From an optimization exercise on the open Yosys and OpenROAD flow, aimed at small area; shortcuts taken in it are not production practice. In this exercise RTL edits were held to simulation tests only and were not proved equivalent to the original.

==> flow/design.v (excerpt) <==
module sprite_quad_vertex_setup (
  input  logic               clk,
  input  logic               rst_n,
  input  logic               start,
  output logic               busy,
  input  logic               in_func,
  input  logic [11:0]        in_src_x,
  input  logic [11:0]        in_src_y,
  input  logic [12:0]        in_src_w,
  input  logic [12:0]        in_src_h,
  input  logic signed [15:0] in_dst_x,
  input  logic signed [15:0] in_dst_y,
  input  logic signed [15:0] in_dst_w,
  input  logic signed [15:0] in_dst_h,
  input  logic [31:0]        in_color_rgba,
  input  logic               cfg_valid,
  output logic               cfg_ready,
  input  logic [2:0]         cfg_index,
  input  logic [31:0]        cfg_data,
  output logic               out_strobe,
  output logic [1:0]         out_corner,
  output logic signed [20:0] out_screen_x,
  output logic signed [20:0] out_screen_y,
  output logic signed [17:0] out_tex_s,
  output logic signed [17:0] out_tex_t,
  output logic [7:0]         out_red,
  output logic [7:0]         out_green,
  output logic [7:0]         out_blue,
  output logic [7:0]         out_alpha,
  output logic               out_last
);
make LEC_CHECK=0 CAP_MARGIN=20 CORE_MARGIN=2 CORE_UTILIZATION=65 PLACE_DENSITY=0.75 SLEW_MARGIN=20 SYNTH_HIERARCHICAL=1 SYNTH_MINIMUM_KEEP_SIZE=0 finish   # period 11.0 ns
run.sh (not shown) runs the stock make flow with config.mk's settings and CLKGATE_MAP_FILE= SYNTH_SCRIPT=/design/flow/synth_recipe.tcl, a recipe that flattens the netlist after the stock synthesis.
The baseline finished clean.
Edit:
==> flow/flow/run.sh (new file) <==
#!/bin/bash
# The standard layout (standard.sh), with one change: the port buffers that
# global placement adds to every input and output are buf_1 cells instead of the
# default delay buffer. The full make output goes to layout.log in the work folder.
set -euo pipefail
bash standard.sh "BUFFER_PORTS_ARGS=-buffer_cell sky130_fd_sc_hd__buf_1" finish > layout.log 2>&1
==> flow/standard.sh (new file) <==
#!/bin/bash
# synth_recipe.tcl (not shown) runs the flow's synth.tcl, then flattens the netlist and writes it again
# the make line also repeats each setting of config.mk as NAME=value (left out here)
make -C /OpenROAD-flow-scripts/flow DESIGN_CONFIG=/design/flow/config.mk WORK_HOME=/design/flow/orfs CLKGATE_MAP_FILE= SYNTH_SCRIPT=/design/flow/synth_recipe.tcl "${@:-finish}"
removed: flow/run.sh
Outcome:
- design area decreases by a few percent
- count of clock-buffer cells in the layout decreases by 18
- routed wire length increases slightly
- die area is unchanged
- critical path depth stays the same
- worst setup slack is better by 0.079 ns
- final cell count stays the same
- sequential share of layout area increases by 0.53 points
- flip-flop and latch count does not change


Another version of the RTL of sprite_quad_vertex_setup (not shown whole).
Size: ~7800 cells after synthesis, about 300 I/O pins, ~0.080 mm^2 of cells after synthesis.
export LEC_CHECK = 0
export CAP_MARGIN = 10
export CORE_MARGIN = 2
export CORE_UTILIZATION = 65
export CTS_BUF_LIST = sky130_fd_sc_hd__clkbuf_16
export CTS_CLUSTER_DIAMETER = 100
export CTS_CLUSTER_SIZE = 20
export PLACE_DENSITY = 0.75
export SLEW_MARGIN = 10
export SYNTH_HIERARCHICAL = 1
export SYNTH_MINIMUM_KEEP_SIZE = 0
create_clock -name core_clock -period 11.0 [get_ports {clk}]
standard.sh (not shown) runs the stock make flow with config.mk's settings and CLKGATE_MAP_FILE= SYNTH_SCRIPT=/design/flow/synth_recipe.tcl, a recipe that flattens the netlist after the stock synthesis.
==> flow/flow/run.sh <==
#!/bin/bash
# The standard layout (standard.sh), with one change: the port buffers that
# global placement adds to every input and output are buf_1 cells instead of the
# default delay buffer. The full make output goes to layout.log in the work folder.
set -euo pipefail
bash standard.sh "BUFFER_PORTS_ARGS=-buffer_cell sky130_fd_sc_hd__buf_1" finish > layout.log 2>&1
The baseline produced a clean layout.
Rerun with:
==> flow/config.mk (replaced) <==
export PLATFORM = sky130hd
export DESIGN_NAME = sprite_quad_vertex_setup
export DESIGN_NICKNAME = sprite_quad_vertex_setup
export VERILOG_FILES = /design/flow/design.v
export SDC_FILE = /design/flow/constraint.sdc
export NUM_CORES = 4
export LEC_CHECK = 0
export CAP_MARGIN = 20
export CORE_MARGIN = 2
export CORE_UTILIZATION = 65
export PLACE_DENSITY = 0.75
export SLEW_MARGIN = 20
export SYNTH_HIERARCHICAL = 1
export SYNTH_MINIMUM_KEEP_SIZE = 0
The changed run finished clean.
Final cell count climbs slightly.
Utilization goes up by 1.4 points.
Setup slack is better by 55 ps.
Hold slack is about the same.
Via count came out higher slightly.
Global-route usage is higher by 0.41 points.
Rerun with:
--- a/flow/config.mk
+++ b/flow/config.mk
@@ -8,6 +8,9 @@
 export CAP_MARGIN = 20
 export CORE_MARGIN = 2
-export CORE_UTILIZATION = 65
-export PLACE_DENSITY = 0.75
+export CORE_UTILIZATION = 70
+export CTS_BUF_LIST = sky130_fd_sc_hd__clkbuf_16
+export CTS_CLUSTER_DIAMETER = 100
+export CTS_CLUSTER_SIZE = 20
+export PLACE_DENSITY = 0.8
 export SLEW_MARGIN = 20
 export SYNTH_HIERARCHICAL = 1
Result:
- The new run produced a clean layout
- via count climbs by 1.1%
- routed wire length drops by 1.6%
- global-route usage climbs by 2.2 points
- non-clock buffer count drops by 16
- hold slack degrades by 20 ps
- first-iteration DRC count climbs by 17%
- clock-buffer cell count drops by 66
- design area drops by 2.1%
- setup slack degrades by 9.9 ps
- utilization climbs by 4.0 points
- fmax barely changes
Rerun with:
--- a/flow/config.mk
+++ b/flow/config.mk
@@ -8,9 +8,9 @@
 export CAP_MARGIN = 20
 export CORE_MARGIN = 2
-export CORE_UTILIZATION = 70
+export CORE_UTILIZATION = 65
 export CTS_BUF_LIST = sky130_fd_sc_hd__clkbuf_16
 export CTS_CLUSTER_DIAMETER = 100
 export CTS_CLUSTER_SIZE = 20
-export PLACE_DENSITY = 0.8
+export PLACE_DENSITY = 0.75
 export SLEW_MARGIN = 20
 export SYNTH_HIERARCHICAL = 1
Effect: The changed run completed with no timing, DRC or antenna violations. Area after synthesis stays the same. Worst setup slack is worse by 10 ps. Utilization decreases by 5.4 points. Maximum frequency is about the same. Routed wire length rises by 0.60%.

what the ideal ports hide:
How much do the figures lean on ideal ports? The routed layouts below were timed once more, with nothing changed but the port constraints. Step 1: set_driving_cell puts a clkbuf_16 on clk and a buf_2 on each other input, an assumption about the parent block. Step 2, shift: input delay + t, output delay - t, t = (earliest + latest rising clock arrival at the registers) / 2. This alone moves slack from input paths to output paths. Slacks: no drivers / after step 1 / after step 2; pairs: no drivers / after step 1.
| run | t, ns | setup slack, ns | worst setup path after step 2 | clock arrival spread, ns | worst register clock-pin slew, ns |
|---|---|---|---|---|---|
| the first run of note 1 | 0.803 | 0.462 / 0.462 / 0.219 | input to register | 0.036 / 0.036 | 0.07 / 0.07 |
| the second run of note 1 | 0.801 | 0.541 / 0.541 / 0.403 | input to register | 0.051 / 0.051 | 0.07 / 0.07 |
| the first run of note 2 | 0.764 | 0.509 / 0.509 / 0.285 | input to register | 0.033 / 0.033 | 0.10 / 0.10 |
| the second run of note 2 | 0.805 | 0.564 / 0.564 / 0.342 | input to register | 0.028 / 0.028 | 0.08 / 0.08 |
| the third run of note 2 | 0.779 | 0.554 / 0.554 / 0.268 | input to register | 0.063 / 0.064 | 0.09 / 0.09 |
| the fourth run of note 2 | 0.764 | 0.544 / 0.544 / 0.282 | input to register | 0.034 / 0.034 | 0.10 / 0.10 |
After both steps every run listed still meets setup and hold. The setup slack of the third run of note 2, which loses most, moves by 0.000 ns with the drivers and by -0.286 ns with both steps.
